This design comes from an exercise in tuning for small area, a short achievable clock period and few clock cycles on the open sky130 flow, not from production work. Function was checked by simulation only, so behaviour that the tests miss may differ from the original. Power figures rest on the tool's default switching activity, not on a simulated workload.

## the reference run
==> flow/design.v (excerpt) <==
module clock_synth_register_planner_top (
	input  logic                        clk,
	input  logic                        arst_n,
	input  logic                        req_valid,
	output logic                        req_ready,
	input  logic [csrp_pkg::CLK_W-1:0]  req_clock_index,
	input  logic [csrp_pkg::FREQ_W-1:0] req_out_frequency,
	output logic                        wr_valid,
	input  logic                        wr_ready,
	output logic [7:0]                  wr_reg_address,
	output logic [7:0]                  wr_reg_value,
	output logic                        wr_final_write,
	input  logic                        xtal_we,
	input  logic [csrp_pkg::XTAL_W-1:0] xtal_data
);
Settings: LEC_CHECK=0, CAP_MARGIN=20, CORE_MARGIN=2, CORE_UTILIZATION=60, CTS_BUF_LIST=sky130_fd_sc_hd__clkbuf_4 sky130_fd_sc_hd__clkbuf_8, PLACE_DENSITY=0.72, SETUP_SLACK_MARGIN=4.0, SLEW_MARGIN=20; clock period 7.0 ns.
standard.sh (not shown) runs the stock make flow with config.mk's settings and CLKGATE_MAP_FILE= SYNTH_SCRIPT=/design/flow/synth_recipe.tcl, a recipe that flattens the netlist after the stock synthesis.
==> flow/flow/run.sh <==
#!/bin/bash
# The standard layout, with the port buffers placed as buf_2 cells (the
# default pick is the larger, slower clkdlybuf4s50_1). Each tool's output
# goes to standard.log in the run folder (ORFS keeps per-step logs too).
set -euo pipefail
export BUFFER_PORTS_ARGS="-buffer_cell sky130_fd_sc_hd__buf_2"
bash standard.sh > standard.log 2>&1
Testbench counts of the reference run, summed over its fixed seeds: cycles 8,984.
Relative to the reference run, the following input files were edited for the trial run:
==> flow/run.sh (new file) <==
#!/bin/bash
# synth_recipe.tcl (not shown) runs the flow's synth.tcl, then flattens the netlist and writes it again
# the make line also repeats each setting of config.mk as NAME=value (left out here)
make -C /OpenROAD-flow-scripts/flow DESIGN_CONFIG=/design/flow/config.mk WORK_HOME=/design/flow/orfs CLKGATE_MAP_FILE= SYNTH_SCRIPT=/design/flow/synth_recipe.tcl finish
removed: flow/flow/run.sh
removed: flow/standard.sh
--- outcome ---
- Relative to the reference run, the worst slew margin relative to its limit of the trial run is lower by 7.9 points.
- Diff the reference run -> the trial run | highest clock frequency the design can meet | decrease of 1.9%
- Taking the reference run as the reference, in the trial run overall power after layout fell about 0.8%; summed area of non-filler cells in the final layout went up 1.1%; fraction of power consumed by combinational cells saw a decrease; number of clock buffers inserted by TritonCTS grew by 2.
- Per the comparison of the trial run with the reference run, count of clock-buffer cells in the layout rose 11, longest individual stage delay on the worst path held, critical path depth rose by 2.
- Between the trial run and the reference run, the final wirelength is lower for the reference run.

========
clock_synth_register_planner_top, a different RTL version from the one above (not shown whole).
Size in the first run: roughly 1,600 cells after synthesis, roughly 80 I/O pins.
Settings: LEC_CHECK=0, CAP_MARGIN=20, CORE_MARGIN=2, CORE_UTILIZATION=60, CTS_CLUSTER_DIAMETER=100, CTS_CLUSTER_SIZE=26, PLACE_DENSITY=0.72, SETUP_SLACK_MARGIN=4.0, SLEW_MARGIN=20; clock period 7.0 ns.
==> flow/flow/run.sh <==
#!/bin/bash
# The standard layout, with the port buffers placed as buf_2 cells (the
# default pick is the larger, slower clkdlybuf4s50_1). Each tool's output
# goes to standard.log in the run folder (ORFS keeps per-step logs too).
set -euo pipefail
export BUFFER_PORTS_ARGS="-buffer_cell sky130_fd_sc_hd__buf_2"
bash standard.sh > standard.log 2>&1
Testbench counts at the start, summed over its fixed seeds: cycles 8,984.
Next try:
CORE_UTILIZATION = 66   (was 60)
CTS_CLUSTER_DIAMETER = 90   (was 100)
CTS_CLUSTER_SIZE = 22   (was 26)
PLACE_DENSITY = 0.78   (was 0.72)
SETUP_SLACK_MARGIN = 3.9   (was 4.0)
After rerunning: Final cell count came out lower by 2.2%; global-route usage came out higher by 1.3 points; sequential cell count stays the same.
Next try:
CORE_UTILIZATION = 60   (was 66)
PLACE_DENSITY = 0.72   (was 0.78)
SETUP_SLACK_MARGIN = 3.95   (was 3.9)
The changed run completed with no timing, DRC or antenna violations.
Count of clock-buffer cells in the layout does not change.
Worst setup slack improves by 0.029 ns.
Cell count grows by 0.95%.
Next try:
SETUP_SLACK_MARGIN = 3.8   (was 3.95)
The changed run went through all stages and came out clean; cell area fell slightly; worst setup slack is worse by 0.11 ns; total power fell by a few percent; die area is unchanged; global-route usage fell by 0.29 points; area after synthesis is unchanged; combinational power fell by a few percent; core utilization fell by 1.0 points; flip-flop and latch count does not change; critical path depth fell by 8.
Next try:
SETUP_SLACK_MARGIN = 4.0   (was 3.8)
TNS_END_PERCENT = 30   (was not set)
Outcome:
- via count rises by 2.6%
- cell count rises by 1.8%
- die area does not change
- worst setup slack improved by 0.014 ns
- cell area climbs by 2.8%
- combinational power increases by 9.9%

========
clock_synth_register_planner_top with an RTL version that a note above also has.
For scale: ~1,600 cells after synthesis, about 290 flip-flops, roughly 80 I/O pins, about 0.016 sq mm of cells after synthesis.
Settings: LEC_CHECK=0, CAP_MARGIN=20, CORE_MARGIN=2, CORE_UTILIZATION=60, PLACE_DENSITY=0.72, SETUP_SLACK_MARGIN=4.0, SLEW_MARGIN=20; clock period 7.0 ns.
Scripts as last shown in full above: flow/flow/run.sh
The starting point went through all stages and came out clean.
Testbench counts at the start, summed over its fixed seeds: cycles 8,984.
Change:
==> flow/run.sh (new file) <==
#!/bin/bash
# synth_recipe.tcl (not shown) runs the flow's synth.tcl, then flattens the netlist and writes it again
# the make line also repeats each setting of config.mk as NAME=value (left out here)
make -C /OpenROAD-flow-scripts/flow DESIGN_CONFIG=/design/flow/config.mk WORK_HOME=/design/flow/orfs CLKGATE_MAP_FILE= SYNTH_SCRIPT=/design/flow/synth_recipe.tcl finish
- CTS_CLUSTER_DIAMETER: not set -> 90
- CTS_CLUSTER_SIZE: not set -> 22
removed: flow/flow/run.sh
removed: flow/standard.sh
Outcome: Clock-buffer cell count is lower by 16; sequential cell count is unchanged; power is lower by 5.5%; register-to-register slack is better by 160 ps; routed wire length is higher by 0.60%; global-route usage is higher by 0.12 points; hold slack is better by 8.3 ps; combinational power barely changes; utilization is lower by 0.60 points.

========
== build 45 ==
clock_synth_register_planner_top with an RTL version that a note above also has.
For scale: roughly 1600 cells after synthesis, ~290 flip-flops, about 80 I/O pins, roughly 16000 um2 of cells after synthesis.
Design clock_synth_register_planner_top, start of the top module:
module clock_synth_register_planner_top (
	input  logic                        clk,
	input  logic                        arst_n,
	input  logic                        req_valid,
	output logic                        req_ready,
	input  logic [csrp_pkg::CLK_W-1:0]  req_clock_index,
	input  logic [csrp_pkg::FREQ_W-1:0] req_out_frequency,
	output logic                        wr_valid,
	input  logic                        wr_ready,
	output logic [7:0]                  wr_reg_address,
	output logic [7:0]                  wr_reg_value,
	output logic                        wr_final_write,
	input  logic                        xtal_we,
	input  logic [csrp_pkg::XTAL_W-1:0] xtal_data
);
	logic [XTAL_W-1:0] xtal_q;
	logic [XTAL_W-1:0] xtal_cl;
	logic [XTAL_W-1:0] xtal_n;
	logic              plan_valid;
	logic              plan_ready;
	logic [25:0]       plan_r;
	logic [12:0]       plan_s;
	logic [9:0]        plan_m;
	logic [1:0]        plan_c;
	always_comb begin
		xtal_cl = xtal_q;
		if (xtal_q < XTAL_MIN) xtal_cl = XTAL_MIN;
		if (xtal_q > XTAL_MAX) xtal_cl = XTAL_MAX;
	end
	always_ff @(posedge clk or negedge arst_n) begin
		if (!arst_n) begin
			xtal_q <= XTAL_RESET;
		end else if (xtal_we) begin
			xtal_q <= xtal_data;
		end
	end
	always_ff @(posedge clk) begin
		xtal_n <= ~xtal_cl;
	end
	csrp_divpipe u_divpipe (
		.clk       (clk),
		.arst_n    (arst_n),
		.in_valid  (req_valid),
		.in_ready  (req_ready),
		.in_clk    (req_clock_index),
  ...
clock: 7.0 ns
lec_check: 0
cap_margin: 20
core_margin: 2
core_utilization: 60
cts_cluster_diameter: 90
cts_cluster_size: 22
place_density: 0.72
setup_slack_margin: 4.0
slew_margin: 20
run.sh (not shown) runs the stock make flow with config.mk's settings and CLKGATE_MAP_FILE= SYNTH_SCRIPT=/design/flow/synth_recipe.tcl, a recipe that flattens the netlist after the stock synthesis.
Stock flow here: none of the scripts above is used.
Testbench counts of build 45, summed over its fixed seeds: cycles 8,984.
The inputs of build 5 differ from those of build 45 as listed below.
Settings: SETUP_SLACK_MARGIN changed from 4.0 to 4.2.
==> flow/flow/run.sh (new file) <==
#!/bin/bash
# The standard layout, with the port buffers placed as buf_2 cells (the
# default pick is the larger, slower clkdlybuf4s50_1). Each tool's output
# goes to standard.log in the run folder (ORFS keeps per-step logs too).
set -euo pipefail
export BUFFER_PORTS_ARGS="-buffer_cell sky130_fd_sc_hd__buf_2"
bash standard.sh > standard.log 2>&1
==> flow/standard.sh (new file) <==
#!/bin/bash
# synth_recipe.tcl (not shown) runs the flow's synth.tcl, then flattens the netlist and writes it again
# the make line also repeats each setting of config.mk as NAME=value (left out here)
make -C /OpenROAD-flow-scripts/flow DESIGN_CONFIG=/design/flow/config.mk WORK_HOME=/design/flow/orfs CLKGATE_MAP_FILE= SYNTH_SCRIPT=/design/flow/synth_recipe.tcl "${@:-finish}"
removed: flow/run.sh
Results
Every run (build 45 and build 5) finished clean. Diff build 45 -> build 5: wire length of the first global-routing pass higher, met3 routing resource usage after global routing went down by 0.56 points. As far as setup clock skew after layout is concerned, build 45 and build 5 perform about the same. Compared with build 45, build 5 instantiates a larger number of cells. Build 45 vs build 5, end point of the critical path: u_divpipe.a_e[24] vs u_divpipe.b1_r[1]. When build 5 is set beside build 45, its total power turns out to be 9.3% larger.
## Diff of input files: build 28 against build 5
Settings: a change of SETUP_SLACK_MARGIN from 4.2 to 4.0.
==> comparison <==
- Relative to build 5, build 28 improves first-pass GRT wire length.
- Worst setup path endpoint = u_divpipe.b1_r[21]: build 28; worst setup path endpoint = u_divpipe.b1_r[1]: build 5
- u_divpipe.a_f[4] as the launch point of the worst path was reported by build 28, and u_divpipe.b1_r[0] by build 5.
- [compare] base=build 5 new=build 28: met1 wire length has decreased; distinct cell type count of the synthesized netlist was more or less identical; total wire length after detailed routing lower; clock share of power increased by 1.3 points relative to the old numbers.
- Build 28 completed end to end with timing, DRC and antenna clean.
- The run showing the greater initial antenna violation count is build 5.
The inputs of build 63 differ from those of build 28 as listed below.
Settings: SETUP_SLACK_MARGIN now 3.9, was 4.0.
Findings:
Build 63 reached the final stage; the timing, design-rule and antenna checks on its layout passed.
Fmax: build 63 below build 28
The standard cells in build 63 occupy less silicon area than those in build 28 do.
Going from build 28 to build 63, routed wire length went down; overall power of the completed layout went down.

[what the ideal ports hide]
Ports are ideal in the flow. The routed layouts listed here were re-timed in OpenROAD.
Step 1 sets driving cells, clkbuf_16 on the clock port and buf_2 on the other inputs (assumed; they add their load-dependent delay and slew).
Step 2 adds t to the input delays and takes it off the output delays; t is the mean of the earliest and latest rising clock arrival at the registers after step 1. Input paths then give back, and output paths get back, about the clock's delay inside the block.
Slacks: ideal / step 1 / step 2; pairs: ideal / step 1.
run | shift t [ns] | setup slack, ns | clock arrival spread, ns | worst slew at a driven data input, ns | cell pins on the clock port's net
the reference run | 0.624 | 3.914 / 3.914 / 3.914 | 0.031 / 0.032 | 0.03 | 1
the trial run | 0.614 | 3.853 / 3.853 / 3.611 | 0.028 / 0.028 | 0.04 | 1
the first run of note 2 | 0.554 | 3.982 / 3.982 / 3.982 | 0.045 / 0.045 | 0.03 | 1
the second run of note 2 | 0.547 | 3.994 / 3.994 / 3.994 | 0.034 / 0.033 | 0.03 | 1
the third run of note 2 | 0.550 | 4.024 / 4.009 / 4.024 | 0.028 / 0.028 | 0.03 | 1
the fourth run of note 2 | 0.550 | 3.913 / 3.864 / 3.950 | 0.031 / 0.031 | 0.03 | 1
the fifth run of note 2 | 0.555 | 3.927 / 3.877 / 4.025 | 0.029 / 0.029 | 0.03 | 1
the first run of note 3 | 0.607 | 3.885 / 3.885 / 3.885 | 0.018 / 0.018 | 0.03 | 1
the second run of note 3 | 0.549 | 4.048 / 4.013 / 3.843 | 0.013 / 0.014 | 0.04 | 1
build 45 | 0.561 | 4.016 / 4.016 / 4.016 | 0.028 / 0.029 | 0.04 | 1
build 5 | 0.552 | 4.010 / 4.010 / 4.010 | 0.030 / 0.030 | 0.03 | 1
build 28 | 0.556 | 4.039 / 4.039 / 4.039 | 0.027 / 0.026 | 0.03 | 1
build 63 | 0.551 | 4.002 / 4.002 / 4.002 | 0.030 / 0.030 | 0.03 | 1
After both steps every run listed still meets setup and hold. For the trial run, which loses most, drivers alone change the setup slack by 0.000 ns; drivers and shift together by -0.242 ns.
